From an optimization exercise on the open Yosys and OpenROAD flow, aimed at small area, a short achievable clock period and few clock cycles per item; shortcuts taken in it are not production practice.
No functional check of the RTL was part of this run.
Power is estimated from default activity; no workload was simulated.

`flow/flow/run.sh`:
```
#!/bin/bash
# Standard layout, but with timing repair aiming past the 5 ns margin cap of config.mk.
set -euo pipefail
bash standard.sh SETUP_SLACK_MARGIN=6.0 finish > standard_flow.log 2>&1
```
`flow/standard.sh`:
```
#!/bin/bash
# synth_recipe.tcl (not shown) runs the flow's synth.tcl, then flattens the netlist and writes it again
# the make line also repeats each setting of config.mk as NAME=value (left out here)
make -C /OpenROAD-flow-scripts/flow DESIGN_CONFIG=/design/flow/config.mk WORK_HOME=/design/flow/orfs CLKGATE_MAP_FILE= SYNTH_SCRIPT=/design/flow/synth_recipe.tcl "${@:-finish}"
```
`flow/config.mk`:
```
export PLATFORM = sky130hd
export DESIGN_NAME = power_calc
export DESIGN_NICKNAME = power_calc
export VERILOG_FILES = /design/flow/design.v
export SDC_FILE = /design/flow/constraint.sdc
export NUM_CORES = 4
export LEC_CHECK = 0
export CAP_MARGIN = 20
export CORE_MARGIN = 2
export CORE_UTILIZATION = 40
export SLEW_MARGIN = 20
```
`flow/constraint.sdc`:
```
create_clock -name core_clock -period 10.0 [get_ports {clk}]
set_input_delay 2.0000 -clock core_clock [delete_from_list [all_inputs] [get_ports {clk}]]
set_output_delay 2.0000 -clock core_clock [all_outputs]
set_load 0.01 [all_outputs]
```
`flow/design.v`:
```
module power_calc (
    input  logic        clk,
    input  logic        rst,
    input  logic        in_valid,
    input  logic [19:0] in_data_1,
    input  logic [2:0]  in_data_2,
    output logic        busy,
    output logic        out_valid,
    output logic [59:0] out_data
);
    logic [19:0] b_r;        
    logic [9:0]  a_r;        
    logic [59:0] acc_r;      
    logic [19:0] cs_r;       
    logic [19:0] cc_r;       
    logic        ci_r;       
    logic [2:0]  j_r;        
    logic [2:0]  rem_r;      
    logic        act_r;      
    logic        first_r;    
    logic        small_r;    
    logic        kzero_r;    
    logic        gate_r;     
    logic        stall_r;    
    logic        bsmall_r;   
    logic [2:0]  nlast_r;    
    logic        busy_r;
    logic        res_r;      
    logic        resfin_r;   
    logic [2:0]  rpos_r;     
    logic        ov_r;
    logic [29:0] ts, tc;     
    logic [10:0] lo;         
    logic [19:0] rsum;       
    logic        last;
    logic        tcyc;       
    logic        run;
    logic        fin;
    logic        take;
    logic [9:0]  slot_nxt;   
    power_calc_csa u_csa (
        .a  (a_r),
        .b  (b_r),
        .cs (gate_r ? cs_r : 20'd0),
        .cc (gate_r ? cc_r : 20'd0),
        .ci (gate_r & ci_r),
        .s  (ts),
        .c  (tc)
    );
    assign lo   = {1'b0, ts[9:0]} + {1'b0, tc[9:0]};
    assign rsum = cs_r + cc_r + {19'd0, ci_r};
    always_comb begin
        if (first_r) begin
            slot_nxt = b_r[19:10];
        end else if (res_r && rpos_r == 3'd1) begin
            slot_nxt = rsum[9:0];
        end else if (res_r && rpos_r == 3'd0) begin
            slot_nxt = rsum[19:10];
        end else begin
            case (j_r)
                3'd0:    slot_nxt = acc_r[19:10];
                3'd1:    slot_nxt = acc_r[29:20];
                3'd2:    slot_nxt = acc_r[39:30];
                default: slot_nxt = acc_r[49:40];
            endcase
        end
    end
    assign last = (j_r == 3'd0) ? bsmall_r : (first_r | (j_r == nlast_r));
    assign tcyc = act_r & ~stall_r;
    assign run  = tcyc & ~small_r;
    assign fin  = tcyc & (small_r | (last & (rem_r == 3'd1)));
    assign take = in_valid & ~busy_r;
    logic        act_nt, stall_nt, first_nt, last_nt, busy_nt, busy_new;
    logic [2:0]  j_nt, rem_nt, nlast_nt;
    assign act_nt   = act_r & ~fin;
    assign stall_nt = run & last & (j_r == 3'd0) & (rem_r != 3'd1);
    assign j_nt     = run ? (last ? 3'd0 : j_r + 3'd1) : j_r;
    assign first_nt = first_r & ~(run & last);
    assign rem_nt   = (run & last) ? rem_r - 3'd1 : rem_r;
    assign nlast_nt = res_r ? rpos_r + {2'd0, |rsum[19:10]} : nlast_r;
    assign last_nt  = (j_nt == 3'd0) ? bsmall_r : (first_nt | (j_nt == nlast_nt));
    assign busy_nt  = act_nt & (stall_nt | ~last_nt | (rem_nt != 3'd1));
    assign busy_new = ~((in_data_2 < 3'd2) | ((in_data_2 == 3'd2) & ~|in_data_1[19:10]));
    always_ff @(posedge clk) begin
        if (rst) begin
            act_r   <= 1'b0;
            ov_r    <= 1'b0;
            res_r   <= 1'b0;
            stall_r <= 1'b0;
            busy_r  <= 1'b0;
        end else begin
            ov_r    <= res_r & resfin_r;
            res_r   <= tcyc & (small_r | last);
            stall_r <= stall_nt;
            act_r   <= take | act_nt;
            busy_r  <= take ? busy_new : busy_nt;
        end
    end
    always_ff @(posedge clk) begin
        if (res_r) begin
            for (int i = 0; i < 6; i++) begin
                if (i == int'(rpos_r))     acc_r[10*i +: 10] <= rsum[9:0];
                if (i == int'(rpos_r) + 1) acc_r[10*i +: 10] <= rsum[19:10];
                if (i > int'(rpos_r) + 1)  acc_r[10*i +: 10] <= 10'd0;
            end
        end
        nlast_r <= nlast_nt;
        if (run) begin
            for (int i = 0; i < 5; i++) begin
                if (j_r != 3'd0 && i == int'(j_r) - 1) acc_r[10*i +: 10] <= lo[9:0];
            end
        end
        cs_r <= small_r ? (kzero_r ? 20'd1024 : b_r) : ts[29:10];
        cc_r <= small_r ? 20'd0 : tc[29:10];
        ci_r <= ~small_r & lo[10];
        if (tcyc) begin
            rpos_r   <= small_r ? 3'd0 : j_r;
            resfin_r <= small_r | (rem_r == 3'd1);
        end
        a_r <= take                   ? in_data_1[9:0]
             : (!stall_r && last && j_r == 3'd1) ? lo[9:0]
             : stall_r                ? rsum[9:0]
             : !last                  ? slot_nxt
             :                          acc_r[9:0];
        j_r     <= j_nt;
        gate_r  <= (j_nt != 3'd0);
        first_r <= first_nt;
        rem_r   <= rem_nt;
        if (take) begin
            b_r      <= in_data_1;
            bsmall_r <= ~|in_data_1[19:10];
            j_r      <= 3'd0;
            gate_r   <= 1'b0;
            first_r  <= 1'b1;
            small_r  <= in_data_2 < 3'd2;
            kzero_r  <= in_data_2 == 3'd0;
            rem_r    <= (in_data_2 > 3'd5) ? 3'd4 : in_data_2 - 3'd1;
        end
    end
    assign busy      = busy_r;
    assign out_valid = ov_r;
    assign out_data  = acc_r;
endmodule
module power_calc_csa (
    input  logic [9:0]  a,
    input  logic [19:0] b,
    input  logic [19:0] cs,
    input  logic [19:0] cc,
    input  logic        ci,
    output logic [29:0] s,
    output logic [29:0] c
);
    logic w1;
    logic w2;
    logic w3;
    logic w4;
    logic w5;
    logic w6;
    logic w7;
    logic w8;
    logic w9;
    logic w10;
    logic w11;
    logic w12;
    logic w13;
    logic w14;
    logic w15;
    logic w16;
    logic w17;
    logic w18;
    logic w19;
    logic w20;
    logic w21;
    logic w22;
    logic w23;
    logic w24;
    logic w25;
    logic w26;
    logic w27;
    logic w28;
    logic w29;
    logic w30;
    logic w31;
    logic w32;
    logic w33;
    logic w34;
    logic w35;
    logic w36;
    logic w37;
    logic w38;
    logic w39;
    logic w40;
    logic w41;
    logic w42;
    logic w43;
    logic w44;
    logic w45;
    logic w46;
    logic w47;
    logic w48;
    logic w49;
    logic w50;
    logic w51;
    logic w52;
    logic w53;
    logic w54;
    logic w55;
    logic w56;
    logic w57;
    logic w58;
    logic w59;
    logic w60;
    logic w61;
    logic w62;
    logic w63;
    logic w64;
    logic w65;
    logic w66;
    logic w67;
    logic w68;
    logic w69;
    logic w70;
    logic w71;
    logic w72;
    logic w73;
    logic w74;
    logic w75;
    logic w76;
    logic w77;
    logic w78;
    logic w79;
    logic w80;
    logic w81;
    logic w82;
    logic w83;
    logic w84;
    logic w85;
    logic w86;
    logic w87;
    logic w88;
    logic w89;
    logic w90;
    logic w91;
    logic w92;
    logic w93;
    logic w94;
    logic w95;
    logic w96;
    logic w97;
    logic w98;
    logic w99;
    logic w100;
    logic w101;
    logic w102;
    logic w103;
    logic w104;
    logic w105;
    logic w106;
    logic w107;
    logic w108;
    logic w109;
    logic w110;
    logic w111;
    logic w112;
    logic w113;
    logic w114;
    logic w115;
    logic w116;
    logic w117;
    logic w118;
    logic w119;
    logic w120;
    logic w121;
    logic w122;
    logic w123;
    logic w124;
    logic w125;
    logic w126;
    logic w127;
    logic w128;
    logic w129;
    logic w130;
    logic w131;
    logic w132;
    logic w133;
    logic w134;
    logic w135;
    logic w136;
    logic w137;
    logic w138;
    logic w139;
    logic w140;
    logic w141;
    logic w142;
    logic w143;
    logic w144;
    logic w145;
    logic w146;
    logic w147;
    logic w148;
    logic w149;
    logic w150;
    logic w151;
    logic w152;
    logic w153;
    logic w154;
    logic w155;
    logic w156;
    logic w157;
    logic w158;
    logic w159;
    logic w160;
    logic w161;
    logic w162;
    logic w163;
    logic w164;
    logic w165;
    logic w166;
    logic w167;
    logic w168;
    logic w169;
    logic w170;
    logic w171;
    logic w172;
    logic w173;
    logic w174;
    logic w175;
    logic w176;
    logic w177;
    logic w178;
    logic w179;
    logic w180;
    logic w181;
    logic w182;
    logic w183;
    logic w184;
    logic w185;
    logic w186;
    logic w187;
    logic w188;
    logic w189;
    logic w190;
    logic w191;
    logic w192;
    logic w193;
    logic w194;
    logic w195;
    logic w196;
    logic w197;
    logic w198;
    logic w199;
    logic w200;
    logic w201;
    logic w202;
    logic w203;
    logic w204;
    logic w205;
    logic w206;
    logic w207;
    logic w208;
    logic w209;
    logic w210;
    logic w211;
    logic w212;
    logic w213;
    logic w214;
    logic w215;
    logic w216;
    logic w217;
    logic w218;
    logic w219;
    logic w220;
    logic w221;
    logic w222;
    logic w223;
    logic w224;
    logic w225;
    logic w226;
    logic w227;
    logic w228;
    logic w229;
    logic w230;
    logic w231;
    logic w232;
    logic w233;
    logic w234;
    logic w235;
    logic w236;
    logic w237;
    logic w238;
    logic w239;
    logic w240;
    logic w241;
    logic w242;
    logic w243;
    logic w244;
    logic w245;
    logic w246;
    logic w247;
    logic w248;
    logic w249;
    logic w250;
    logic w251;
    logic w252;
    logic w253;
    logic w254;
    logic w255;
    logic w256;
    logic w257;
    logic w258;
    logic w259;
    logic w260;
    logic w261;
    logic w262;
    logic w263;
    logic w264;
    logic w265;
    logic w266;
    logic w267;
    logic w268;
    logic w269;
    logic w270;
    logic w271;
    logic w272;
    logic w273;
    logic w274;
    logic w275;
    logic w276;
    logic w277;
    logic w278;
    logic w279;
    logic w280;
    logic w281;
    logic w282;
    logic w283;
    logic w284;
    logic w285;
    logic w286;
    logic w287;
    logic w288;
    logic w289;
    logic w290;
    logic w291;
    logic w292;
    logic w293;
    logic w294;
    logic w295;
    logic w296;
    logic w297;
    logic w298;
    logic w299;
    logic w300;
    logic w301;
    logic w302;
    logic w303;
    logic w304;
    logic w305;
    logic w306;
    logic w307;
    logic w308;
    logic w309;
    logic w310;
    logic w311;
    logic w312;
    logic w313;
    logic w314;
    logic w315;
    logic w316;
    logic w317;
    logic w318;
    logic w319;
    logic w320;
    logic w321;
    logic w322;
    logic w323;
    logic w324;
    logic w325;
    logic w326;
    logic w327;
    logic w328;
    logic w329;
    logic w330;
    logic w331;
    logic w332;
    logic w333;
    logic w334;
    logic w335;
    logic w336;
    logic w337;
    logic w338;
    logic w339;
    logic w340;
    logic w341;
    logic w342;
    logic w343;
    logic w344;
    logic w345;
    logic w346;
    logic w347;
    logic w348;
    logic w349;
    logic w350;
    logic w351;
    logic w352;
    logic w353;
    logic w354;
    logic w355;
    logic w356;
    logic w357;
    logic w358;
    logic w359;
    logic w360;
    logic w361;
    logic w362;
    logic w363;
    logic w364;
    logic w365;
    logic w366;
    logic w367;
    logic w368;
    logic w369;
    logic w370;
    logic w371;
    logic w372;
    logic w373;
    logic w374;
    logic w375;
    logic w376;
    logic w377;
    logic w378;
    logic w379;
    logic w380;
    logic w381;
    logic w382;
    logic w383;
    logic w384;
    logic w385;
    logic w386;
    logic w387;
    logic w388;
    logic w389;
    logic w390;
    logic w391;
    logic w392;
    logic w393;
    logic w394;
    logic w395;
    logic w396;
    logic w397;
    logic w398;
    logic w399;
    logic w400;
    logic w401;
    logic w402;
    assign w1 = cs[7] ^ cc[7];
    assign w2 = cs[7] & cc[7];
    assign w3 = cs[8] ^ cc[8] ^ (a[0] & b[8]);
    assign w4 = (cs[8] & cc[8]) | (cs[8] & (a[0] & b[8])) | (cc[8] & (a[0] & b[8]));
    assign w5 = (a[1] & b[7]) ^ (a[2] & b[6]);
    assign w6 = (a[1] & b[7]) & (a[2] & b[6]);
    assign w7 = cs[9] ^ cc[9] ^ (a[0] & b[9]);
    assign w8 = (cs[9] & cc[9]) | (cs[9] & (a[0] & b[9])) | (cc[9] & (a[0] & b[9]));
    assign w9 = (a[1] & b[8]) ^ (a[2] & b[7]) ^ (a[3] & b[6]);
    assign w10 = ((a[1] & b[8]) & (a[2] & b[7])) | ((a[1] & b[8]) & (a[3] & b[6])) | ((a[2] & b[7]) & (a[3] & b[6]));
    assign w11 = (a[4] & b[5]) ^ (a[5] & b[4]);
    assign w12 = (a[4] & b[5]) & (a[5] & b[4]);
    assign w13 = cs[10] ^ cc[10] ^ (a[0] & b[10]);
    assign w14 = (cs[10] & cc[10]) | (cs[10] & (a[0] & b[10])) | (cc[10] & (a[0] & b[10]));
    assign w15 = (a[1] & b[9]) ^ (a[2] & b[8]) ^ (a[3] & b[7]);
    assign w16 = ((a[1] & b[9]) & (a[2] & b[8])) | ((a[1] & b[9]) & (a[3] & b[7])) | ((a[2] & b[8]) & (a[3] & b[7]));
    assign w17 = (a[4] & b[6]) ^ (a[5] & b[5]) ^ (a[6] & b[4]);
    assign w18 = ((a[4] & b[6]) & (a[5] & b[5])) | ((a[4] & b[6]) & (a[6] & b[4])) | ((a[5] & b[5]) & (a[6] & b[4]));
    assign w19 = cs[11] ^ cc[11] ^ (a[0] & b[11]);
    assign w20 = (cs[11] & cc[11]) | (cs[11] & (a[0] & b[11])) | (cc[11] & (a[0] & b[11]));
    assign w21 = (a[1] & b[10]) ^ (a[2] & b[9]) ^ (a[3] & b[8]);
    assign w22 = ((a[1] & b[10]) & (a[2] & b[9])) | ((a[1] & b[10]) & (a[3] & b[8])) | ((a[2] & b[9]) & (a[3] & b[8]));
    assign w23 = (a[4] & b[7]) ^ (a[5] & b[6]) ^ (a[6] & b[5]);
    assign w24 = ((a[4] & b[7]) & (a[5] & b[6])) | ((a[4] & b[7]) & (a[6] & b[5])) | ((a[5] & b[6]) & (a[6] & b[5]));
    assign w25 = cs[12] ^ cc[12] ^ (a[0] & b[12]);
    assign w26 = (cs[12] & cc[12]) | (cs[12] & (a[0] & b[12])) | (cc[12] & (a[0] & b[12]));
    assign w27 = (a[1] & b[11]) ^ (a[2] & b[10]) ^ (a[3] & b[9]);
    assign w28 = ((a[1] & b[11]) & (a[2] & b[10])) | ((a[1] & b[11]) & (a[3] & b[9])) | ((a[2] & b[10]) & (a[3] & b[9]));
    assign w29 = (a[4] & b[8]) ^ (a[5] & b[7]) ^ (a[6] & b[6]);
    assign w30 = ((a[4] & b[8]) & (a[5] & b[7])) | ((a[4] & b[8]) & (a[6] & b[6])) | ((a[5] & b[7]) & (a[6] & b[6]));
    assign w31 = cs[13] ^ cc[13] ^ (a[0] & b[13]);
    assign w32 = (cs[13] & cc[13]) | (cs[13] & (a[0] & b[13])) | (cc[13] & (a[0] & b[13]));
    assign w33 = (a[1] & b[12]) ^ (a[2] & b[11]) ^ (a[3] & b[10]);
    assign w34 = ((a[1] & b[12]) & (a[2] & b[11])) | ((a[1] & b[12]) & (a[3] & b[10])) | ((a[2] & b[11]) & (a[3] & b[10]));
    assign w35 = (a[4] & b[9]) ^ (a[5] & b[8]) ^ (a[6] & b[7]);
    assign w36 = ((a[4] & b[9]) & (a[5] & b[8])) | ((a[4] & b[9]) & (a[6] & b[7])) | ((a[5] & b[8]) & (a[6] & b[7]));
    assign w37 = cs[14] ^ cc[14] ^ (a[0] & b[14]);
    assign w38 = (cs[14] & cc[14]) | (cs[14] & (a[0] & b[14])) | (cc[14] & (a[0] & b[14]));
    assign w39 = (a[1] & b[13]) ^ (a[2] & b[12]) ^ (a[3] & b[11]);
    assign w40 = ((a[1] & b[13]) & (a[2] & b[12])) | ((a[1] & b[13]) & (a[3] & b[11])) | ((a[2] & b[12]) & (a[3] & b[11]));
    assign w41 = (a[4] & b[10]) ^ (a[5] & b[9]) ^ (a[6] & b[8]);
    assign w42 = ((a[4] & b[10]) & (a[5] & b[9])) | ((a[4] & b[10]) & (a[6] & b[8])) | ((a[5] & b[9]) & (a[6] & b[8]));
    assign w43 = cs[15] ^ cc[15] ^ (a[0] & b[15]);
    assign w44 = (cs[15] & cc[15]) | (cs[15] & (a[0] & b[15])) | (cc[15] & (a[0] & b[15]));
    assign w45 = (a[1] & b[14]) ^ (a[2] & b[13]) ^ (a[3] & b[12]);
    assign w46 = ((a[1] & b[14]) & (a[2] & b[13])) | ((a[1] & b[14]) & (a[3] & b[12])) | ((a[2] & b[13]) & (a[3] & b[12]));
    assign w47 = (a[4] & b[11]) ^ (a[5] & b[10]) ^ (a[6] & b[9]);
    assign w48 = ((a[4] & b[11]) & (a[5] & b[10])) | ((a[4] & b[11]) & (a[6] & b[9])) | ((a[5] & b[10]) & (a[6] & b[9]));
    assign w49 = cs[16] ^ cc[16] ^ (a[0] & b[16]);
    assign w50 = (cs[16] & cc[16]) | (cs[16] & (a[0] & b[16])) | (cc[16] & (a[0] & b[16]));
    assign w51 = (a[1] & b[15]) ^ (a[2] & b[14]) ^ (a[3] & b[13]);
    assign w52 = ((a[1] & b[15]) & (a[2] & b[14])) | ((a[1] & b[15]) & (a[3] & b[13])) | ((a[2] & b[14]) & (a[3] & b[13]));
    assign w53 = (a[4] & b[12]) ^ (a[5] & b[11]) ^ (a[6] & b[10]);
    assign w54 = ((a[4] & b[12]) & (a[5] & b[11])) | ((a[4] & b[12]) & (a[6] & b[10])) | ((a[5] & b[11]) & (a[6] & b[10]));
    assign w55 = cs[17] ^ cc[17] ^ (a[0] & b[17]);
    assign w56 = (cs[17] & cc[17]) | (cs[17] & (a[0] & b[17])) | (cc[17] & (a[0] & b[17]));
    assign w57 = (a[1] & b[16]) ^ (a[2] & b[15]) ^ (a[3] & b[14]);
    assign w58 = ((a[1] & b[16]) & (a[2] & b[15])) | ((a[1] & b[16]) & (a[3] & b[14])) | ((a[2] & b[15]) & (a[3] & b[14]));
    assign w59 = (a[4] & b[13]) ^ (a[5] & b[12]) ^ (a[6] & b[11]);
    assign w60 = ((a[4] & b[13]) & (a[5] & b[12])) | ((a[4] & b[13]) & (a[6] & b[11])) | ((a[5] & b[12]) & (a[6] & b[11]));
    assign w61 = cs[18] ^ cc[18] ^ (a[0] & b[18]);
    assign w62 = (cs[18] & cc[18]) | (cs[18] & (a[0] & b[18])) | (cc[18] & (a[0] & b[18]));
    assign w63 = (a[1] & b[17]) ^ (a[2] & b[16]) ^ (a[3] & b[15]);
    assign w64 = ((a[1] & b[17]) & (a[2] & b[16])) | ((a[1] & b[17]) & (a[3] & b[15])) | ((a[2] & b[16]) & (a[3] & b[15]));
    assign w65 = (a[4] & b[14]) ^ (a[5] & b[13]) ^ (a[6] & b[12]);
    assign w66 = ((a[4] & b[14]) & (a[5] & b[13])) | ((a[4] & b[14]) & (a[6] & b[12])) | ((a[5] & b[13]) & (a[6] & b[12]));
    assign w67 = cs[19] ^ cc[19] ^ (a[0] & b[19]);
    assign w68 = (cs[19] & cc[19]) | (cs[19] & (a[0] & b[19])) | (cc[19] & (a[0] & b[19]));
    assign w69 = (a[1] & b[18]) ^ (a[2] & b[17]) ^ (a[3] & b[16]);
    assign w70 = ((a[1] & b[18]) & (a[2] & b[17])) | ((a[1] & b[18]) & (a[3] & b[16])) | ((a[2] & b[17]) & (a[3] & b[16]));
    assign w71 = (a[4] & b[15]) ^ (a[5] & b[14]) ^ (a[6] & b[13]);
    assign w72 = ((a[4] & b[15]) & (a[5] & b[14])) | ((a[4] & b[15]) & (a[6] & b[13])) | ((a[5] & b[14]) & (a[6] & b[13]));
    assign w73 = (a[1] & b[19]) ^ (a[2] & b[18]) ^ (a[3] & b[17]);
    assign w74 = ((a[1] & b[19]) & (a[2] & b[18])) | ((a[1] & b[19]) & (a[3] & b[17])) | ((a[2] & b[18]) & (a[3] & b[17]));
    assign w75 = (a[4] & b[16]) ^ (a[5] & b[15]);
    assign w76 = (a[4] & b[16]) & (a[5] & b[15]);
    assign w77 = (a[2] & b[19]) ^ (a[3] & b[18]);
    assign w78 = (a[2] & b[19]) & (a[3] & b[18]);
    assign w79 = cs[4] ^ cc[4];
    assign w80 = cs[4] & cc[4];
    assign w81 = cs[5] ^ cc[5] ^ (a[0] & b[5]);
    assign w82 = (cs[5] & cc[5]) | (cs[5] & (a[0] & b[5])) | (cc[5] & (a[0] & b[5]));
    assign w83 = (a[1] & b[4]) ^ (a[2] & b[3]);
    assign w84 = (a[1] & b[4]) & (a[2] & b[3]);
    assign w85 = cs[6] ^ cc[6] ^ (a[0] & b[6]);
    assign w86 = (cs[6] & cc[6]) | (cs[6] & (a[0] & b[6])) | (cc[6] & (a[0] & b[6]));
    assign w87 = (a[1] & b[5]) ^ (a[2] & b[4]) ^ (a[3] & b[3]);
    assign w88 = ((a[1] & b[5]) & (a[2] & b[4])) | ((a[1] & b[5]) & (a[3] & b[3])) | ((a[2] & b[4]) & (a[3] & b[3]));
    assign w89 = (a[4] & b[2]) ^ (a[5] & b[1]);
    assign w90 = (a[4] & b[2]) & (a[5] & b[1]);
    assign w91 = (a[0] & b[7]) ^ (a[1] & b[6]) ^ (a[2] & b[5]);
    assign w92 = ((a[0] & b[7]) & (a[1] & b[6])) | ((a[0] & b[7]) & (a[2] & b[5])) | ((a[1] & b[6]) & (a[2] & b[5]));
    assign w93 = (a[3] & b[4]) ^ (a[4] & b[3]) ^ (a[5] & b[2]);
    assign w94 = ((a[3] & b[4]) & (a[4] & b[3])) | ((a[3] & b[4]) & (a[5] & b[2])) | ((a[4] & b[3]) & (a[5] & b[2]));
    assign w95 = (a[6] & b[1]) ^ (a[7] & b[0]) ^ w1;
    assign w96 = ((a[6] & b[1]) & (a[7] & b[0])) | ((a[6] & b[1]) & w1) | ((a[7] & b[0]) & w1);
    assign w97 = (a[3] & b[5]) ^ (a[4] & b[4]) ^ (a[5] & b[3]);
    assign w98 = ((a[3] & b[5]) & (a[4] & b[4])) | ((a[3] & b[5]) & (a[5] & b[3])) | ((a[4] & b[4]) & (a[5] & b[3]));
    assign w99 = (a[6] & b[2]) ^ (a[7] & b[1]) ^ (a[8] & b[0]);
    assign w100 = ((a[6] & b[2]) & (a[7] & b[1])) | ((a[6] & b[2]) & (a[8] & b[0])) | ((a[7] & b[1]) & (a[8] & b[0]));
    assign w101 = w2 ^ w5 ^ w3;
    assign w102 = (w2 & w5) | (w2 & w3) | (w5 & w3);
    assign w103 = (a[6] & b[3]) ^ (a[7] & b[2]) ^ (a[8] & b[1]);
    assign w104 = ((a[6] & b[3]) & (a[7] & b[2])) | ((a[6] & b[3]) & (a[8] & b[1])) | ((a[7] & b[2]) & (a[8] & b[1]));
    assign w105 = (a[9] & b[0]) ^ w6 ^ w11;
    assign w106 = ((a[9] & b[0]) & w6) | ((a[9] & b[0]) & w11) | (w6 & w11);
    assign w107 = w4 ^ w7 ^ w9;
    assign w108 = (w4 & w7) | (w4 & w9) | (w7 & w9);
    assign w109 = (a[7] & b[3]) ^ (a[8] & b[2]) ^ (a[9] & b[1]);
    assign w110 = ((a[7] & b[3]) & (a[8] & b[2])) | ((a[7] & b[3]) & (a[9] & b[1])) | ((a[8] & b[2]) & (a[9] & b[1]));
    assign w111 = w12 ^ w8 ^ w10;
    assign w112 = (w12 & w8) | (w12 & w10) | (w8 & w10);
    assign w113 = w13 ^ w15 ^ w17;
    assign w114 = (w13 & w15) | (w13 & w17) | (w15 & w17);
    assign w115 = (a[7] & b[4]) ^ (a[8] & b[3]) ^ (a[9] & b[2]);
    assign w116 = ((a[7] & b[4]) & (a[8] & b[3])) | ((a[7] & b[4]) & (a[9] & b[2])) | ((a[8] & b[3]) & (a[9] & b[2]));
    assign w117 = w14 ^ w16 ^ w18;
    assign w118 = (w14 & w16) | (w14 & w18) | (w16 & w18);
    assign w119 = w19 ^ w21 ^ w23;
    assign w120 = (w19 & w21) | (w19 & w23) | (w21 & w23);
    assign w121 = (a[7] & b[5]) ^ (a[8] & b[4]) ^ (a[9] & b[3]);
    assign w122 = ((a[7] & b[5]) & (a[8] & b[4])) | ((a[7] & b[5]) & (a[9] & b[3])) | ((a[8] & b[4]) & (a[9] & b[3]));
    assign w123 = w20 ^ w22 ^ w24;
    assign w124 = (w20 & w22) | (w20 & w24) | (w22 & w24);
    assign w125 = w25 ^ w27 ^ w29;
    assign w126 = (w25 & w27) | (w25 & w29) | (w27 & w29);
    assign w127 = (a[7] & b[6]) ^ (a[8] & b[5]) ^ (a[9] & b[4]);
    assign w128 = ((a[7] & b[6]) & (a[8] & b[5])) | ((a[7] & b[6]) & (a[9] & b[4])) | ((a[8] & b[5]) & (a[9] & b[4]));
    assign w129 = w26 ^ w28 ^ w30;
    assign w130 = (w26 & w28) | (w26 & w30) | (w28 & w30);
    assign w131 = w31 ^ w33 ^ w35;
    assign w132 = (w31 & w33) | (w31 & w35) | (w33 & w35);
    assign w133 = (a[7] & b[7]) ^ (a[8] & b[6]) ^ (a[9] & b[5]);
    assign w134 = ((a[7] & b[7]) & (a[8] & b[6])) | ((a[7] & b[7]) & (a[9] & b[5])) | ((a[8] & b[6]) & (a[9] & b[5]));
    assign w135 = w32 ^ w34 ^ w36;
    assign w136 = (w32 & w34) | (w32 & w36) | (w34 & w36);
    assign w137 = w37 ^ w39 ^ w41;
    assign w138 = (w37 & w39) | (w37 & w41) | (w39 & w41);
    assign w139 = (a[7] & b[8]) ^ (a[8] & b[7]) ^ (a[9] & b[6]);
    assign w140 = ((a[7] & b[8]) & (a[8] & b[7])) | ((a[7] & b[8]) & (a[9] & b[6])) | ((a[8] & b[7]) & (a[9] & b[6]));
    assign w141 = w38 ^ w40 ^ w42;
    assign w142 = (w38 & w40) | (w38 & w42) | (w40 & w42);
    assign w143 = w43 ^ w45 ^ w47;
    assign w144 = (w43 & w45) | (w43 & w47) | (w45 & w47);
    assign w145 = (a[7] & b[9]) ^ (a[8] & b[8]) ^ (a[9] & b[7]);
    assign w146 = ((a[7] & b[9]) & (a[8] & b[8])) | ((a[7] & b[9]) & (a[9] & b[7])) | ((a[8] & b[8]) & (a[9] & b[7]));
    assign w147 = w44 ^ w46 ^ w48;
    assign w148 = (w44 & w46) | (w44 & w48) | (w46 & w48);
    assign w149 = w49 ^ w51 ^ w53;
    assign w150 = (w49 & w51) | (w49 & w53) | (w51 & w53);
    assign w151 = (a[7] & b[10]) ^ (a[8] & b[9]) ^ (a[9] & b[8]);
    assign w152 = ((a[7] & b[10]) & (a[8] & b[9])) | ((a[7] & b[10]) & (a[9] & b[8])) | ((a[8] & b[9]) & (a[9] & b[8]));
    assign w153 = w50 ^ w52 ^ w54;
    assign w154 = (w50 & w52) | (w50 & w54) | (w52 & w54);
    assign w155 = w55 ^ w57 ^ w59;
    assign w156 = (w55 & w57) | (w55 & w59) | (w57 & w59);
    assign w157 = (a[7] & b[11]) ^ (a[8] & b[10]) ^ (a[9] & b[9]);
    assign w158 = ((a[7] & b[11]) & (a[8] & b[10])) | ((a[7] & b[11]) & (a[9] & b[9])) | ((a[8] & b[10]) & (a[9] & b[9]));
    assign w159 = w56 ^ w58 ^ w60;
    assign w160 = (w56 & w58) | (w56 & w60) | (w58 & w60);
    assign w161 = w61 ^ w63 ^ w65;
    assign w162 = (w61 & w63) | (w61 & w65) | (w63 & w65);
    assign w163 = (a[7] & b[12]) ^ (a[8] & b[11]) ^ (a[9] & b[10]);
    assign w164 = ((a[7] & b[12]) & (a[8] & b[11])) | ((a[7] & b[12]) & (a[9] & b[10])) | ((a[8] & b[11]) & (a[9] & b[10]));
    assign w165 = w62 ^ w64 ^ w66;
    assign w166 = (w62 & w64) | (w62 & w66) | (w64 & w66);
    assign w167 = w67 ^ w69 ^ w71;
    assign w168 = (w67 & w69) | (w67 & w71) | (w69 & w71);
    assign w169 = (a[6] & b[14]) ^ (a[7] & b[13]) ^ (a[8] & b[12]);
    assign w170 = ((a[6] & b[14]) & (a[7] & b[13])) | ((a[6] & b[14]) & (a[8] & b[12])) | ((a[7] & b[13]) & (a[8] & b[12]));
    assign w171 = (a[9] & b[11]) ^ w75 ^ w68;
    assign w172 = ((a[9] & b[11]) & w75) | ((a[9] & b[11]) & w68) | (w75 & w68);
    assign w173 = w70 ^ w72 ^ w73;
    assign w174 = (w70 & w72) | (w70 & w73) | (w72 & w73);
    assign w175 = (a[4] & b[17]) ^ (a[5] & b[16]) ^ (a[6] & b[15]);
    assign w176 = ((a[4] & b[17]) & (a[5] & b[16])) | ((a[4] & b[17]) & (a[6] & b[15])) | ((a[5] & b[16]) & (a[6] & b[15]));
    assign w177 = (a[7] & b[14]) ^ (a[8] & b[13]) ^ (a[9] & b[12]);
    assign w178 = ((a[7] & b[14]) & (a[8] & b[13])) | ((a[7] & b[14]) & (a[9] & b[12])) | ((a[8] & b[13]) & (a[9] & b[12]));
    assign w179 = w76 ^ w77 ^ w74;
    assign w180 = (w76 & w77) | (w76 & w74) | (w77 & w74);
    assign w181 = (a[3] & b[19]) ^ (a[4] & b[18]) ^ (a[5] & b[17]);
    assign w182 = ((a[3] & b[19]) & (a[4] & b[18])) | ((a[3] & b[19]) & (a[5] & b[17])) | ((a[4] & b[18]) & (a[5] & b[17]));
    assign w183 = (a[6] & b[16]) ^ (a[7] & b[15]) ^ (a[8] & b[14]);
    assign w184 = ((a[6] & b[16]) & (a[7] & b[15])) | ((a[6] & b[16]) & (a[8] & b[14])) | ((a[7] & b[15]) & (a[8] & b[14]));
    assign w185 = (a[9] & b[13]) ^ w78;
    assign w186 = (a[9] & b[13]) & w78;
    assign w187 = (a[4] & b[19]) ^ (a[5] & b[18]) ^ (a[6] & b[17]);
    assign w188 = ((a[4] & b[19]) & (a[5] & b[18])) | ((a[4] & b[19]) & (a[6] & b[17])) | ((a[5] & b[18]) & (a[6] & b[17]));
    assign w189 = (a[7] & b[16]) ^ (a[8] & b[15]);
    assign w190 = (a[7] & b[16]) & (a[8] & b[15]);
    assign w191 = (a[5] & b[19]) ^ (a[6] & b[18]);
    assign w192 = (a[5] & b[19]) & (a[6] & b[18]);
    assign w193 = cs[2] ^ cc[2];
    assign w194 = cs[2] & cc[2];
    assign w195 = cs[3] ^ cc[3] ^ (a[0] & b[3]);
    assign w196 = (cs[3] & cc[3]) | (cs[3] & (a[0] & b[3])) | (cc[3] & (a[0] & b[3]));
    assign w197 = (a[1] & b[2]) ^ (a[2] & b[1]);
    assign w198 = (a[1] & b[2]) & (a[2] & b[1]);
    assign w199 = (a[0] & b[4]) ^ (a[1] & b[3]) ^ (a[2] & b[2]);
    assign w200 = ((a[0] & b[4]) & (a[1] & b[3])) | ((a[0] & b[4]) & (a[2] & b[2])) | ((a[1] & b[3]) & (a[2] & b[2]));
    assign w201 = (a[3] & b[1]) ^ (a[4] & b[0]) ^ w79;
    assign w202 = ((a[3] & b[1]) & (a[4] & b[0])) | ((a[3] & b[1]) & w79) | ((a[4] & b[0]) & w79);
    assign w203 = (a[3] & b[2]) ^ (a[4] & b[1]) ^ (a[5] & b[0]);
    assign w204 = ((a[3] & b[2]) & (a[4] & b[1])) | ((a[3] & b[2]) & (a[5] & b[0])) | ((a[4] & b[1]) & (a[5] & b[0]));
    assign w205 = w80 ^ w83 ^ w81;
    assign w206 = (w80 & w83) | (w80 & w81) | (w83 & w81);
    assign w207 = (a[6] & b[0]) ^ w84 ^ w89;
    assign w208 = ((a[6] & b[0]) & w84) | ((a[6] & b[0]) & w89) | (w84 & w89);
    assign w209 = w82 ^ w85 ^ w87;
    assign w210 = (w82 & w85) | (w82 & w87) | (w85 & w87);
    assign w211 = w90 ^ w86 ^ w88;
    assign w212 = (w90 & w86) | (w90 & w88) | (w86 & w88);
    assign w213 = w91 ^ w93 ^ w95;
    assign w214 = (w91 & w93) | (w91 & w95) | (w93 & w95);
    assign w215 = w92 ^ w94 ^ w96;
    assign w216 = (w92 & w94) | (w92 & w96) | (w94 & w96);
    assign w217 = w97 ^ w99 ^ w101;
    assign w218 = (w97 & w99) | (w97 & w101) | (w99 & w101);
    assign w219 = w98 ^ w100 ^ w103;
    assign w220 = (w98 & w100) | (w98 & w103) | (w100 & w103);
    assign w221 = w105 ^ w102 ^ w107;
    assign w222 = (w105 & w102) | (w105 & w107) | (w102 & w107);
    assign w223 = w104 ^ w109 ^ w106;
    assign w224 = (w104 & w109) | (w104 & w106) | (w109 & w106);
    assign w225 = w108 ^ w111 ^ w113;
    assign w226 = (w108 & w111) | (w108 & w113) | (w111 & w113);
    assign w227 = w110 ^ w115 ^ w112;
    assign w228 = (w110 & w115) | (w110 & w112) | (w115 & w112);
    assign w229 = w114 ^ w117 ^ w119;
    assign w230 = (w114 & w117) | (w114 & w119) | (w117 & w119);
    assign w231 = w116 ^ w121 ^ w118;
    assign w232 = (w116 & w121) | (w116 & w118) | (w121 & w118);
    assign w233 = w120 ^ w123 ^ w125;
    assign w234 = (w120 & w123) | (w120 & w125) | (w123 & w125);
    assign w235 = w122 ^ w127 ^ w124;
    assign w236 = (w122 & w127) | (w122 & w124) | (w127 & w124);
    assign w237 = w126 ^ w129 ^ w131;
    assign w238 = (w126 & w129) | (w126 & w131) | (w129 & w131);
    assign w239 = w128 ^ w133 ^ w130;
    assign w240 = (w128 & w133) | (w128 & w130) | (w133 & w130);
    assign w241 = w132 ^ w135 ^ w137;
    assign w242 = (w132 & w135) | (w132 & w137) | (w135 & w137);
    assign w243 = w134 ^ w139 ^ w136;
    assign w244 = (w134 & w139) | (w134 & w136) | (w139 & w136);
    assign w245 = w138 ^ w141 ^ w143;
    assign w246 = (w138 & w141) | (w138 & w143) | (w141 & w143);
    assign w247 = w140 ^ w145 ^ w142;
    assign w248 = (w140 & w145) | (w140 & w142) | (w145 & w142);
    assign w249 = w144 ^ w147 ^ w149;
    assign w250 = (w144 & w147) | (w144 & w149) | (w147 & w149);
    assign w251 = w146 ^ w151 ^ w148;
    assign w252 = (w146 & w151) | (w146 & w148) | (w151 & w148);
    assign w253 = w150 ^ w153 ^ w155;
    assign w254 = (w150 & w153) | (w150 & w155) | (w153 & w155);
    assign w255 = w152 ^ w157 ^ w154;
    assign w256 = (w152 & w157) | (w152 & w154) | (w157 & w154);
    assign w257 = w156 ^ w159 ^ w161;
    assign w258 = (w156 & w159) | (w156 & w161) | (w159 & w161);
    assign w259 = w158 ^ w163 ^ w160;
    assign w260 = (w158 & w163) | (w158 & w160) | (w163 & w160);
    assign w261 = w162 ^ w165 ^ w167;
    assign w262 = (w162 & w165) | (w162 & w167) | (w165 & w167);
    assign w263 = w164 ^ w169 ^ w166;
    assign w264 = (w164 & w169) | (w164 & w166) | (w169 & w166);
    assign w265 = w168 ^ w171 ^ w173;
    assign w266 = (w168 & w171) | (w168 & w173) | (w171 & w173);
    assign w267 = w170 ^ w175 ^ w177;
    assign w268 = (w170 & w175) | (w170 & w177) | (w175 & w177);
    assign w269 = w172 ^ w174 ^ w179;
    assign w270 = (w172 & w174) | (w172 & w179) | (w174 & w179);
    assign w271 = w176 ^ w178 ^ w181;
    assign w272 = (w176 & w178) | (w176 & w181) | (w178 & w181);
    assign w273 = w183 ^ w185 ^ w180;
    assign w274 = (w183 & w185) | (w183 & w180) | (w185 & w180);
    assign w275 = (a[9] & b[14]) ^ w189 ^ w182;
    assign w276 = ((a[9] & b[14]) & w189) | ((a[9] & b[14]) & w182) | (w189 & w182);
    assign w277 = w184 ^ w186 ^ w187;
    assign w278 = (w184 & w186) | (w184 & w187) | (w186 & w187);
    assign w279 = (a[7] & b[17]) ^ (a[8] & b[16]) ^ (a[9] & b[15]);
    assign w280 = ((a[7] & b[17]) & (a[8] & b[16])) | ((a[7] & b[17]) & (a[9] & b[15])) | ((a[8] & b[16]) & (a[9] & b[15]));
    assign w281 = w190 ^ w191 ^ w188;
    assign w282 = (w190 & w191) | (w190 & w188) | (w191 & w188);
    assign w283 = (a[6] & b[19]) ^ (a[7] & b[18]) ^ (a[8] & b[17]);
    assign w284 = ((a[6] & b[19]) & (a[7] & b[18])) | ((a[6] & b[19]) & (a[8] & b[17])) | ((a[7] & b[18]) & (a[8] & b[17]));
    assign w285 = (a[9] & b[16]) ^ w192;
    assign w286 = (a[9] & b[16]) & w192;
    assign w287 = (a[7] & b[19]) ^ (a[8] & b[18]);
    assign w288 = (a[7] & b[19]) & (a[8] & b[18]);
    assign w289 = cs[0] ^ cc[0];
    assign w290 = cs[0] & cc[0];
    assign w291 = cs[1] ^ cc[1] ^ (a[0] & b[1]);
    assign w292 = (cs[1] & cc[1]) | (cs[1] & (a[0] & b[1])) | (cc[1] & (a[0] & b[1]));
    assign w293 = (a[0] & b[2]) ^ (a[1] & b[1]) ^ (a[2] & b[0]);
    assign w294 = ((a[0] & b[2]) & (a[1] & b[1])) | ((a[0] & b[2]) & (a[2] & b[0])) | ((a[1] & b[1]) & (a[2] & b[0]));
    assign w295 = (a[3] & b[0]) ^ w194 ^ w197;
    assign w296 = ((a[3] & b[0]) & w194) | ((a[3] & b[0]) & w197) | (w194 & w197);
    assign w297 = w198 ^ w196 ^ w199;
    assign w298 = (w198 & w196) | (w198 & w199) | (w196 & w199);
    assign w299 = w200 ^ w202 ^ w203;
    assign w300 = (w200 & w202) | (w200 & w203) | (w202 & w203);
    assign w301 = w204 ^ w207 ^ w206;
    assign w302 = (w204 & w207) | (w204 & w206) | (w207 & w206);
    assign w303 = w208 ^ w210 ^ w211;
    assign w304 = (w208 & w210) | (w208 & w211) | (w210 & w211);
    assign w305 = w212 ^ w214 ^ w215;
    assign w306 = (w212 & w214) | (w212 & w215) | (w214 & w215);
    assign w307 = w216 ^ w219 ^ w218;
    assign w308 = (w216 & w219) | (w216 & w218) | (w219 & w218);
    assign w309 = w220 ^ w223 ^ w222;
    assign w310 = (w220 & w223) | (w220 & w222) | (w223 & w222);
    assign w311 = w224 ^ w227 ^ w226;
    assign w312 = (w224 & w227) | (w224 & w226) | (w227 & w226);
    assign w313 = w228 ^ w231 ^ w230;
    assign w314 = (w228 & w231) | (w228 & w230) | (w231 & w230);
    assign w315 = w232 ^ w235 ^ w234;
    assign w316 = (w232 & w235) | (w232 & w234) | (w235 & w234);
    assign w317 = w236 ^ w239 ^ w238;
    assign w318 = (w236 & w239) | (w236 & w238) | (w239 & w238);
    assign w319 = w240 ^ w243 ^ w242;
    assign w320 = (w240 & w243) | (w240 & w242) | (w243 & w242);
    assign w321 = w244 ^ w247 ^ w246;
    assign w322 = (w244 & w247) | (w244 & w246) | (w247 & w246);
    assign w323 = w248 ^ w251 ^ w250;
    assign w324 = (w248 & w251) | (w248 & w250) | (w251 & w250);
    assign w325 = w252 ^ w255 ^ w254;
    assign w326 = (w252 & w255) | (w252 & w254) | (w255 & w254);
    assign w327 = w256 ^ w259 ^ w258;
    assign w328 = (w256 & w259) | (w256 & w258) | (w259 & w258);
    assign w329 = w260 ^ w263 ^ w262;
    assign w330 = (w260 & w263) | (w260 & w262) | (w263 & w262);
    assign w331 = w267 ^ w264 ^ w266;
    assign w332 = (w267 & w264) | (w267 & w266) | (w264 & w266);
    assign w333 = w268 ^ w271 ^ w270;
    assign w334 = (w268 & w271) | (w268 & w270) | (w271 & w270);
    assign w335 = w272 ^ w275 ^ w277;
    assign w336 = (w272 & w275) | (w272 & w277) | (w275 & w277);
    assign w337 = w279 ^ w276 ^ w278;
    assign w338 = (w279 & w276) | (w279 & w278) | (w276 & w278);
    assign w339 = w280 ^ w283 ^ w285;
    assign w340 = (w280 & w283) | (w280 & w285) | (w283 & w285);
    assign w341 = (a[9] & b[17]) ^ w287 ^ w284;
    assign w342 = ((a[9] & b[17]) & w287) | ((a[9] & b[17]) & w284) | (w287 & w284);
    assign w343 = (a[8] & b[19]) ^ (a[9] & b[18]);
    assign w344 = (a[8] & b[19]) & (a[9] & b[18]);
    assign w345 = ci ^ (a[0] & b[0]);
    assign w346 = ci & (a[0] & b[0]);
    assign w347 = (a[1] & b[0]) ^ w290 ^ w291;
    assign w348 = ((a[1] & b[0]) & w290) | ((a[1] & b[0]) & w291) | (w290 & w291);
    assign w349 = w193 ^ w292 ^ w293;
    assign w350 = (w193 & w292) | (w193 & w293) | (w292 & w293);
    assign w351 = w294 ^ w195 ^ w295;
    assign w352 = (w294 & w195) | (w294 & w295) | (w195 & w295);
    assign w353 = w201 ^ w296 ^ w297;
    assign w354 = (w201 & w296) | (w201 & w297) | (w296 & w297);
    assign w355 = w298 ^ w299 ^ w205;
    assign w356 = (w298 & w299) | (w298 & w205) | (w299 & w205);
    assign w357 = w300 ^ w209 ^ w301;
    assign w358 = (w300 & w209) | (w300 & w301) | (w209 & w301);
    assign w359 = w213 ^ w302 ^ w303;
    assign w360 = (w213 & w302) | (w213 & w303) | (w302 & w303);
    assign w361 = w304 ^ w305 ^ w217;
    assign w362 = (w304 & w305) | (w304 & w217) | (w305 & w217);
    assign w363 = w306 ^ w221 ^ w307;
    assign w364 = (w306 & w221) | (w306 & w307) | (w221 & w307);
    assign w365 = w225 ^ w308 ^ w309;
    assign w366 = (w225 & w308) | (w225 & w309) | (w308 & w309);
    assign w367 = w229 ^ w310 ^ w311;
    assign w368 = (w229 & w310) | (w229 & w311) | (w310 & w311);
    assign w369 = w233 ^ w312 ^ w313;
    assign w370 = (w233 & w312) | (w233 & w313) | (w312 & w313);
    assign w371 = w237 ^ w314 ^ w315;
    assign w372 = (w237 & w314) | (w237 & w315) | (w314 & w315);
    assign w373 = w241 ^ w316 ^ w317;
    assign w374 = (w241 & w316) | (w241 & w317) | (w316 & w317);
    assign w375 = w245 ^ w318 ^ w319;
    assign w376 = (w245 & w318) | (w245 & w319) | (w318 & w319);
    assign w377 = w249 ^ w320 ^ w321;
    assign w378 = (w249 & w320) | (w249 & w321) | (w320 & w321);
    assign w379 = w253 ^ w322 ^ w323;
    assign w380 = (w253 & w322) | (w253 & w323) | (w322 & w323);
    assign w381 = w257 ^ w324 ^ w325;
    assign w382 = (w257 & w324) | (w257 & w325) | (w324 & w325);
    assign w383 = w261 ^ w326 ^ w327;
    assign w384 = (w261 & w326) | (w261 & w327) | (w326 & w327);
    assign w385 = w265 ^ w328 ^ w329;
    assign w386 = (w265 & w328) | (w265 & w329) | (w328 & w329);
    assign w387 = w269 ^ w330 ^ w331;
    assign w388 = (w269 & w330) | (w269 & w331) | (w330 & w331);
    assign w389 = w273 ^ w332 ^ w333;
    assign w390 = (w273 & w332) | (w273 & w333) | (w332 & w333);
    assign w391 = w274 ^ w335 ^ w334;
    assign w392 = (w274 & w335) | (w274 & w334) | (w335 & w334);
    assign w393 = w281 ^ w336 ^ w337;
    assign w394 = (w281 & w336) | (w281 & w337) | (w336 & w337);
    assign w395 = w282 ^ w339 ^ w338;
    assign w396 = (w282 & w339) | (w282 & w338) | (w339 & w338);
    assign w397 = w286 ^ w341 ^ w340;
    assign w398 = (w286 & w341) | (w286 & w340) | (w341 & w340);
    assign w399 = w288 ^ w343 ^ w342;
    assign w400 = (w288 & w343) | (w288 & w342) | (w343 & w342);
    assign w401 = (a[9] & b[19]) ^ w344;
    assign w402 = (a[9] & b[19]) & w344;
    assign s[0] = w289;
    assign c[0] = w345;
    assign s[1] = w346;
    assign c[1] = w347;
    assign s[2] = w348;
    assign c[2] = w349;
    assign s[3] = w350;
    assign c[3] = w351;
    assign s[4] = w352;
    assign c[4] = w353;
    assign s[5] = w354;
    assign c[5] = w355;
    assign s[6] = w356;
    assign c[6] = w357;
    assign s[7] = w358;
    assign c[7] = w359;
    assign s[8] = w360;
    assign c[8] = w361;
    assign s[9] = w362;
    assign c[9] = w363;
    assign s[10] = w364;
    assign c[10] = w365;
    assign s[11] = w366;
    assign c[11] = w367;
    assign s[12] = w368;
    assign c[12] = w369;
    assign s[13] = w370;
    assign c[13] = w371;
    assign s[14] = w372;
    assign c[14] = w373;
    assign s[15] = w374;
    assign c[15] = w375;
    assign s[16] = w376;
    assign c[16] = w377;
    assign s[17] = w378;
    assign c[17] = w379;
    assign s[18] = w380;
    assign c[18] = w381;
    assign s[19] = w382;
    assign c[19] = w383;
    assign s[20] = w384;
    assign c[20] = w385;
    assign s[21] = w386;
    assign c[21] = w387;
    assign s[22] = w388;
    assign c[22] = w389;
    assign s[23] = w390;
    assign c[23] = w391;
    assign s[24] = w393;
    assign c[24] = w392;
    assign s[25] = w394;
    assign c[25] = w395;
    assign s[26] = w397;
    assign c[26] = w396;
    assign s[27] = w399;
    assign c[27] = w398;
    assign s[28] = w401;
    assign c[28] = w400;
    assign s[29] = w402;
    assign c[29] = 1'b0;
endmodule
```
==> reports/metrics.csv <==
stage,metric,value,unit
die,die-width,200,um
power,seq_power_share,0.150,
clocking,clk_path_buf_depth,2,
setup_path,crit_path_start_kind,register,
global_route,grt_overflow,0,
logic_synthesis,synthAdderAreaFrac,0.295,
global_route,grt_first_pass_wirelength,81600,um
timing,hold_viol,0,
clocking,clock_latency,0.46,ns
routing,wirelength,53400,um
place,globalplace.congestion,0.967,
die,ioPinCount,88,
setup_path,cp.arrival,4.69,ns
final_layout,fillCellCount,3617,
run,drv_cap,0,
hold_path,min_path_type,register to register,
logic_synthesis,ys.warnings.count,1,
timing,timing.final.ws_setup,5.65,ns
logic_synthesis,synthFlopType,dfxtp_1,
die,rows,71,
logic_synthesis,ys_types,78,
power,ir_worst_vdd,0.367,mV
die,die_area,39900,um2
logic_synthesis,synth_nets,2078,
setup_path,cp.required,10.34,ns
logic_synthesis,synth_edf_count,37,
routing,routed-via-count,13700,
final_layout,diodes,0,
global_route,grt_max_degree,59,
setup_path,critPathLaunch,gate_r$_SDFF_PP0_,
place,dpl_cell_area,16600,um2
timing,rsz0062_at_grt,true,
logic_synthesis,synth-seq-area-share,0.224,
logic_synthesis,synth_area_per_cell,8.52,um2
logic_synthesis,synth_compound_area_frac,0.162,
timing,finalSetupViolCount,0,
clocking,cts_root_buf,clkbuf_16,
power,swShare,0.508,
timing,maxSlewHeadroom,0.289,
die,die_height,200,um
timing,hold_slack,0.512,ns
die,start_util,0.406,
logic_synthesis,synth_xor_area_frac,0.0197,
timing,timing.fmax,230,MHz
logic_synthesis,synthSimpleGateAreaFrac,0.204,
routing,drt_iter0_markers,1516,
hold_path,whs_path_depth,2,
logic_synthesis,synth_seq_cells,153,
clocking,htree_levels,4,
global_route,grt_pass1_vias,13600,
final_layout,multiInputGateArea,11100,um2
place,place_hpwl,39100,um
power,internal-power,3740,uW
timing,fin_setup_tns,0,ns
clocking,cts.sinks,153,
hold_path,hold_end,ov_r$_SDFF_PP0_,
logic_synthesis,muxShareOfSynthArea,0.0113,
power,pwr-share-comb,0.761,
setup_path,r2r-end,acc_r[29]$_DFF_P_,
setup_path,cp-end-kind,register,
outcome,status,no timing/DRC/antenna violations,
power,p_leak,0.00774,uW
setup_path,path_class,register to register,
final_layout,utilization,0.482,
setup_path,crit-reg2reg-launch,gate_r$_SDFF_PP0_,
routing,drc,0,
place,post-place-ws,5.20,ns
final_layout,drive_gt1_frac,0.116,
global_route,grtUsageTotal,0.277,
global_route,antenna_found_initial,3,
routing,avgRoutedWirePerCell,22.3,um
final_layout,area_growth,18.7,%
routing,ant_nets,0,
hold_path,hp-start,resfin_r$_DFFE_PP_,
timing,fin_crit_sh,0.435,
logic_synthesis,synth_cells,1801,
routing,drt-vias-per-instance,5.71,
power,power_frac_clock,0.089,
setup_path,rrSetupSlack,5.65,ns
logic_synthesis,async_flop_share,0,
final_layout,regArea,3460,um2
power,p_per_area,418,nW/um2
die,core_area,37800,um2
routing,drtPass1Iterations,6,
clocking,cts_buffers,17,
setup_path,reg2regPathDepth,18,
clocking,clk_pin_slew,0.07,ns
timing,period_minus_slack,4.35,ns
clocking,cts_tree,yes,
timing,drv_slew,0,
place,portBuffers,87,
logic_synthesis,synth_top_family_by_area,adder cells,
final_layout,finalInstanceArea,18200,um2
timing,worst_pin_slew,1.06,ns
setup_path,cp_max_fo,7,
logic_synthesis,synth_area,15300,um2
power,p_switching,3870,uW
timing,skew,0.0146,ns
final_layout,finalNetCount,2153,
-- metal layers --
metal / wire (um) / global-route usage / vias up
li1: - / - / 6106
met1: 22200 / 0.372 / 6728
met2: 24000 / 0.434 / 743
met3: 5360 / 0.0702 / 125
met4: 1870 / 0.0966 / 2
met5: 13 / 0 / -
-- critical path, stage by stage (launching register included) --
cell and delay [ns]:
dfxtp_4 0.44, nand2_4 0.07, fa_1 0.53, inv_1 0.05
fa_1 0.48, inv_1 0.05, fa_2 0.33, inv_2 0.06
fa_1 0.42, inv_2 0.07, fa_1 0.45, inv_2 0.09
ha_4 0.21, inv_6 0.08, nor4_4 0.04, a21oi_2 0.10
o311a_1 0.24, nand3_4 0.16, a221o_1 0.39
-- Yosys cell counts (7+ instances only) --
library cell,instances,area share
nor2b_1,40,0.016
a22oi_1,7,0.0034
fa_1,184,0.24
o22ai_1,9,0.0037
a21oi_1,100,0.033
and3_1,14,0.0057
buf_1,7,0.0017
nand2_1,199,0.049
nand3b_1,9,0.0044
nor3_1,20,0.0065
dfxtp_1,116,0.15
nor2_1,114,0.028
a21o_1,13,0.0064
xnor2_1,21,0.012
nand3_1,30,0.0098
clkbuf_1,96,0.023
a2111oi_0,8,0.0046
a211oi_1,22,0.011
o21ai_0,81,0.026
nor4_1,10,0.0041
o31ai_1,11,0.0054
and2_1,161,0.066
a31oi_1,18,0.0073
inv_1,231,0.057
nand2b_1,10,0.0041
ha_1,67,0.055
a221oi_1,15,0.0086
o211ai_1,24,0.012
edfxtp_1,37,0.072
xor2_1,8,0.0046
mux2i_1,15,0.0098
o221ai_1,11,0.0063
-- layout make-up --
| cell class | count | share of cell area |
|---|---|---|
| timing repair buffer | 165 | 0.0839 |
| clock buffer | 17 | 0.0234 |
| tap | 511 | 0.0351 |
| inverter | 233 | 0.0483 |
| sequential | 153 | 0.190 |
| clock inverter | 15 | 0.00859 |
| multi-input combinational | 1306 | 0.611 |
-- power by group through the flow --
stage               sequential [uW]  clock (uW)  combinational [uW]
floorplan                      1020           0                3010
global placement               1150           0                4470
detailed placement             1150           0                4560
CTS                            1130         682                5210
global route                   1160         706                6270
finish                         1140         677                5790
-- flip-flops by register name (all words and copies together) (netlist names), 3 cells and up --
name / flops
acc_r: 60
b_r: 20
nlast_r: 3
rpos_r: 3
cs_r: 20
cc_r: 19
rem_r: 3
a_r: 10
j_r: 3
-- cell families after synthesis --
group,after synthesis
buffers and inverters,342
xor gates and xnor gates,32
AOI/OAI and AO/OA,376
muxes,17
adders and majority gates,251
DFF,153
and+or+nand+nor,630
-- per-stage QoR --
stage	power (uW)	cells
after CTS	7020	2375
final	7610	2400
after global routing	8130	2400
after global placement	5620	2308
after floorplan	4030	1801
after detailed placement	5710	2308
-- worst max path at each step --
stage	to	slack (ns)	cells past startpoint
2_1_floorplan	acc_r[29]$_DFF_P_	5.92	19
3_3_place_gp	a_r[8]$_DFF_P_	5.28	15
3_5_place_dp	a_r[8]$_DFF_P_	5.20	15
4_1_cts	acc_r[29]$_DFF_P_	5.67	14
5_1_grt	acc_r[29]$_DFF_P_	5.52	18
6_report	acc_r[29]$_DFF_P_	5.65	18
-- placed cells by master (no fill, tap or decap), types with 19 or more instances in the layout --
master	netlist	final
inv_1	231	221
nand2_1	199	194
fa_1	184	176
and2_1	161	158
nor2_1	114	109
dfxtp_1	116	108
a21oi_1	100	90
clkdlybuf4s50_1	0	87
o21ai_0	81	78
buf_4	2	61
ha_1	67	57
nor2b_1	40	38
edfxtp_1	37	37
nand3_1	30	28
o211ai_1	24	24
a211oi_1	22	21
nor3_1	20	19
-- timing repair --
item / 4_1_cts / 5_1_grt
hold buffers: 0 / 0
pin swaps: 14 / 45
setup endpoints to repair: 33 / 27
buffers inserted: 35 / 25
resized for setup: 68 / 54

what the ideal ports hide:
Ports are ideal in the flow. The routed layout listed here was re-timed in OpenROAD. Step 1: set_driving_cell puts a clkbuf_16 on clk and a buf_2 on each other input, an assumption about the parent block. Step 2, shift: input delay + t, output delay - t, t = (earliest + latest rising clock arrival at the registers) / 2. This alone moves slack from input paths to output paths. a / b / c = ideal / step 1 / step 2; a / b = the first two.
t, ns: 0.506
slack for setup (ns): 5.648 / 5.648 / 5.648
worst slew at a driven data input, ns: 0.03
After both steps setup and hold are still met in this run. For this run, drivers alone change the setup slack by 0.000 ns; drivers and shift together by 0.000 ns.
